Context: an optimization exercise on an open-source flow, tuned for small area, a short achievable clock period and few clock cycles. The choices shown serve that exercise and are no tape-out recipe.
RTL that was checked went through simulation tests only; none was proved equivalent to the original.
Power is estimated from default activity; no workload was simulated.

// bmp24_stream_writer
module bmp24_stream_writer #(
  parameter int MAX_DIMENSION = bsw_pkg::MAX_DIMENSION_DEFAULT
) (
  input  wire logic                          clk,
  input  wire logic                          rst,
  input  wire logic                          cfg_write,
  input  wire logic [bsw_pkg::CFG_IDX_W-1:0] cfg_index,
  input  wire logic [bsw_pkg::CFG_W-1:0]     cfg_data,
  input  wire logic                          pixel_valid,
  output logic                               pixel_stall,
  input  wire logic [bsw_pkg::PIXEL_W-1:0]   pixel,
  output logic                               file_valid,
  input  wire logic                          file_stall,
  output logic [bsw_pkg::FILE_WORD_W-1:0]    file_word
);
Size: about 140 flip-flops, roughly 9000 µm² of cells after synthesis.
clock: 7.5 ns
lec_check: 0
cap_margin: 20
core_margin: 2
core_utilization: 55
cts_buf_list: sky130_fd_sc_hd__clkbuf_4 sky130_fd_sc_hd__clkbuf_8
cts_cluster_diameter: 100
cts_cluster_size: 40
setup_slack_margin: 4.75
slew_margin: 20
tns_end_percent: 10
standard.sh (not shown) runs the stock make flow with config.mk's settings and CLKGATE_MAP_FILE= SYNTH_SCRIPT=/design/flow/synth_recipe.tcl, a recipe that flattens the netlist after the stock synthesis.
==> flow/flow/run.sh <==
#!/bin/bash
# The standard layout, with plain buffers (instead of the default delay
# buffers) on the ports. Each tool's output goes to a log in this folder.
set -euo pipefail
export BUFFER_PORTS_ARGS="-buffer_cell sky130_fd_sc_hd__buf_1"
bash standard.sh finish > make_finish.log 2>&1
Testbench counts at the start, summed over its fixed seeds: cycles 195,483.
Then changed:
--- a/flow/flow/run.sh
+++ b/flow/flow/run.sh
@@ -4,3 +4,3 @@
 set -euo pipefail
-export BUFFER_PORTS_ARGS="-buffer_cell sky130_fd_sc_hd__buf_1"
+export BUFFER_PORTS_ARGS="-buffer_cell sky130_fd_sc_hd__buf_2"
 bash standard.sh finish > make_finish.log 2>&1
--- a/flow/config.mk
+++ b/flow/config.mk
@@ -9,3 +9,3 @@
 export CORE_MARGIN = 2
-export CORE_UTILIZATION = 55
+export CORE_UTILIZATION = 40
 export CTS_BUF_LIST = sky130_fd_sc_hd__clkbuf_4 sky130_fd_sc_hd__clkbuf_8
@@ -13,3 +13,3 @@
 export CTS_CLUSTER_SIZE = 40
-export SETUP_SLACK_MARGIN = 4.75
+export SETUP_SLACK_MARGIN = 5.0
 export SLEW_MARGIN = 20
Result: The changed run went through all stages and came out clean. Fmax went up by a little under a tenth. Die area climbs by well over a third. Critical path depth grows by 5. Routed wire length came out higher by a few percent. Sequential power stays flat. Via count is about the same. Register-to-register slack improved by 120 ps.
Then changed:
--- a/flow/flow/run.sh
+++ b/flow/flow/run.sh
@@ -4,3 +4,3 @@
 set -euo pipefail
-export BUFFER_PORTS_ARGS="-buffer_cell sky130_fd_sc_hd__buf_2"
+export BUFFER_PORTS_ARGS="-buffer_cell sky130_fd_sc_hd__buf_1"
 bash standard.sh finish > make_finish.log 2>&1
--- a/flow/config.mk
+++ b/flow/config.mk
@@ -9,3 +9,3 @@
 export CORE_MARGIN = 2
-export CORE_UTILIZATION = 40
+export CORE_UTILIZATION = 55
 export CTS_BUF_LIST = sky130_fd_sc_hd__clkbuf_4 sky130_fd_sc_hd__clkbuf_8
@@ -13,4 +13,3 @@
 export CTS_CLUSTER_SIZE = 40
-export SETUP_SLACK_MARGIN = 5.0
+export SETUP_SLACK_MARGIN = 4.75
 export SLEW_MARGIN = 20
-export TNS_END_PERCENT = 10
After rerunning: Cell area decreases by 7.0%; area after synthesis stays the same; register-to-register slack got worse by 80 ps; via count stays flat.
Then changed:
--- a/flow/config.mk
+++ b/flow/config.mk
@@ -9,3 +9,3 @@
 export CORE_MARGIN = 2
-export CORE_UTILIZATION = 55
+export CORE_UTILIZATION = 65
 export CTS_BUF_LIST = sky130_fd_sc_hd__clkbuf_4 sky130_fd_sc_hd__clkbuf_8
What happened: The changed run went through all stages and came out clean; non-clock buffer count went down by 1; worst hold slack improves by 3.8 ps; area after synthesis is unchanged; sequential power is about the same; wire length is higher by 1.1%.
Then changed:
--- a/flow/flow/run.sh
+++ b/flow/flow/run.sh
@@ -4,3 +4,3 @@
 set -euo pipefail
-export BUFFER_PORTS_ARGS="-buffer_cell sky130_fd_sc_hd__buf_1"
+export BUFFER_PORTS_ARGS="-buffer_cell sky130_fd_sc_hd__buf_2"
 bash standard.sh finish > make_finish.log 2>&1
--- a/flow/config.mk
+++ b/flow/config.mk
@@ -9,3 +9,3 @@
 export CORE_MARGIN = 2
-export CORE_UTILIZATION = 65
+export CORE_UTILIZATION = 40
 export CTS_BUF_LIST = sky130_fd_sc_hd__clkbuf_4 sky130_fd_sc_hd__clkbuf_8
@@ -13,3 +13,3 @@
 export CTS_CLUSTER_SIZE = 40
-export SETUP_SLACK_MARGIN = 4.75
+export SETUP_SLACK_MARGIN = 5.0
 export SLEW_MARGIN = 20
Outcome:
- worst setup slack is better by 180 ps
- final cell count rises by roughly a tenth
- flip-flop and latch count stays the same
- cell area went up by about a fifth
- wire length climbs by roughly a tenth
- clock power came out higher by a little under a tenth
Then changed:
--- a/flow/config.mk
+++ b/flow/config.mk
@@ -13,3 +13,3 @@
 export CTS_CLUSTER_SIZE = 40
-export SETUP_SLACK_MARGIN = 5.0
+export SETUP_SLACK_MARGIN = 4.5
 export SLEW_MARGIN = 20
Effect:
- The changed run passed the timing, DRC and antenna checks
- total power went down by 9.5%
- register-to-register slack loses 250 ps
- final area went down by 13%
- area after synthesis is unchanged
- synthesized cell count stays the same
- routed wire length went down by 8.6%
- hold slack loses 8.4 ps
- setup slack loses 260 ps

---

bmp24_stream_writer, a different RTL version from the one above (not shown whole).
Size: about 1100 cells after synthesis, ~120 flip-flops, roughly 84 I/O pins.
clock: 7.5 ns
lec_check: 0
cap_margin: 20
core_margin: 2
core_utilization: 40
cts_buf_list: sky130_fd_sc_hd__clkbuf_4 sky130_fd_sc_hd__clkbuf_8
cts_cluster_diameter: 100
cts_cluster_size: 40
setup_slack_margin: 4.5
slew_margin: 20
==> flow/flow/run.sh <==
#!/bin/bash
# The standard layout, with plain buffers (instead of the default delay
# buffers) on the ports. Each tool's output goes to a log in this folder.
set -euo pipefail
export BUFFER_PORTS_ARGS="-buffer_cell sky130_fd_sc_hd__buf_2"
bash standard.sh finish > make_finish.log 2>&1
Rerun with:
- SETUP_SLACK_MARGIN: 4.5 -> 4.8
After rerunning: The new run completed with no timing, DRC or antenna violations. Worst hold slack degrades by 0.0056 ns. Power goes up by a few percent. Wire length climbs by a few percent. Synthesized cell count stays the same.
No functional check of the RTL was part of any run of this note.

---

bmp24_stream_writer, a different RTL version from the one above (not shown whole).
Size: ~1000 cells after synthesis, about 84 I/O pins, about 8400 µm² of cells after synthesis.
==> flow/config.mk <==
export PLATFORM = sky130hd
export DESIGN_NAME = bmp24_stream_writer
export DESIGN_NICKNAME = bmp24_stream_writer
export VERILOG_FILES = /design/flow/design.v
export SDC_FILE = /design/flow/constraint.sdc
export NUM_CORES = 4
export LEC_CHECK = 0
export CAP_MARGIN = 20
export CORE_MARGIN = 2
export CORE_UTILIZATION = 40
export CTS_BUF_LIST = sky130_fd_sc_hd__clkbuf_4 sky130_fd_sc_hd__clkbuf_8
export CTS_CLUSTER_DIAMETER = 100
export CTS_CLUSTER_SIZE = 40
export SETUP_SLACK_MARGIN = 5.0
export SLEW_MARGIN = 20
==> flow/constraint.sdc <==
create_clock -name core_clock -period 7.5 [get_ports {clk}]
set_input_delay 1.5000 -clock core_clock [delete_from_list [all_inputs] [get_ports {clk}]]
set_output_delay 1.5000 -clock core_clock [all_outputs]
set_load 0.01 [all_outputs]
Scripts as last shown in full above: flow/flow/run.sh
Testbench counts at the start, summed over its fixed seeds: cycles 195,569.
Rerun with:
--- a/flow/config.mk
+++ b/flow/config.mk
@@ -10,6 +10,3 @@
 export CORE_UTILIZATION = 40
-export CTS_BUF_LIST = sky130_fd_sc_hd__clkbuf_4 sky130_fd_sc_hd__clkbuf_8
-export CTS_CLUSTER_DIAMETER = 100
-export CTS_CLUSTER_SIZE = 40
-export SETUP_SLACK_MARGIN = 5.0
+export SETUP_SLACK_MARGIN = 4.5
 export SLEW_MARGIN = 20
After rerunning: Cell area came out lower by 6.5%; wire length came out lower by 6.1%; utilization came out lower by 3.4 points; synthesized area does not change; via count came out lower by 3.6%.

[separate check: timing with driven ports]
In the flow no input, the clock included, has a driving cell. The finished layouts below were timed again as built, in two steps. Step 1, drivers: a clkbuf_16 drives clk and a buf_2 each remaining input, both assumed. Step 2 times the ports against the registers' clock, not the clock port: input delays grow and output delays shrink by t, the midpoint of the rising clock arrivals with the driver on. Slacks: ideal ports / drivers / drivers and shift; pairs: ideal ports / drivers.
| run | t (ns) | setup WS [ns] | worst setup path after step 2 | latest minus earliest clock arrival (ns) | worst data-port slew with drivers (ns) |
|---|---|---|---|---|---|
| the first run of note 1 | 0.495 | 4.643 / 4.663 / 4.167 | input to register | 0.012 / 0.011 | 0.03 |
| the second run of note 1 | 0.501 | 4.835 / 4.835 / 4.421 | input to register | 0.016 / 0.016 | 0.04 |
| the third run of note 1 | 0.494 | 4.755 / 4.755 / 4.352 | input to register | 0.013 / 0.013 | 0.04 |
| the fourth run of note 1 | 0.508 | 4.654 / 4.654 / 4.244 | input to register | 0.014 / 0.013 | 0.04 |
| the fifth run of note 1 | 0.489 | 4.836 / 4.836 / 4.456 | input to register | 0.013 / 0.012 | 0.05 |
| the sixth run of note 1 | 0.485 | 4.577 / 4.590 / 4.111 | input to register | 0.017 / 0.016 | 0.03 |
| the first run of note 2 | 0.489 | 4.385 / 4.364 / 3.874 | input to register | 0.011 / 0.011 | 0.06 |
| the second run of note 2 | 0.486 | 4.401 / 4.393 / 3.907 | input to register | 0.018 / 0.018 | 0.06 |
| the first run of note 3 | 0.489 | 4.455 / 4.442 / 3.952 | input to register | 0.015 / 0.015 | 0.06 |
| the second run of note 3 | 0.470 | 4.449 / 4.453 / 3.985 | input to register | 0.009 / 0.010 | 0.05 |
After both steps setup and hold are still met in every run listed. The setup slack of the first run of note 2, which loses most, moves by -0.021 ns with the drivers and by -0.511 ns with both steps.
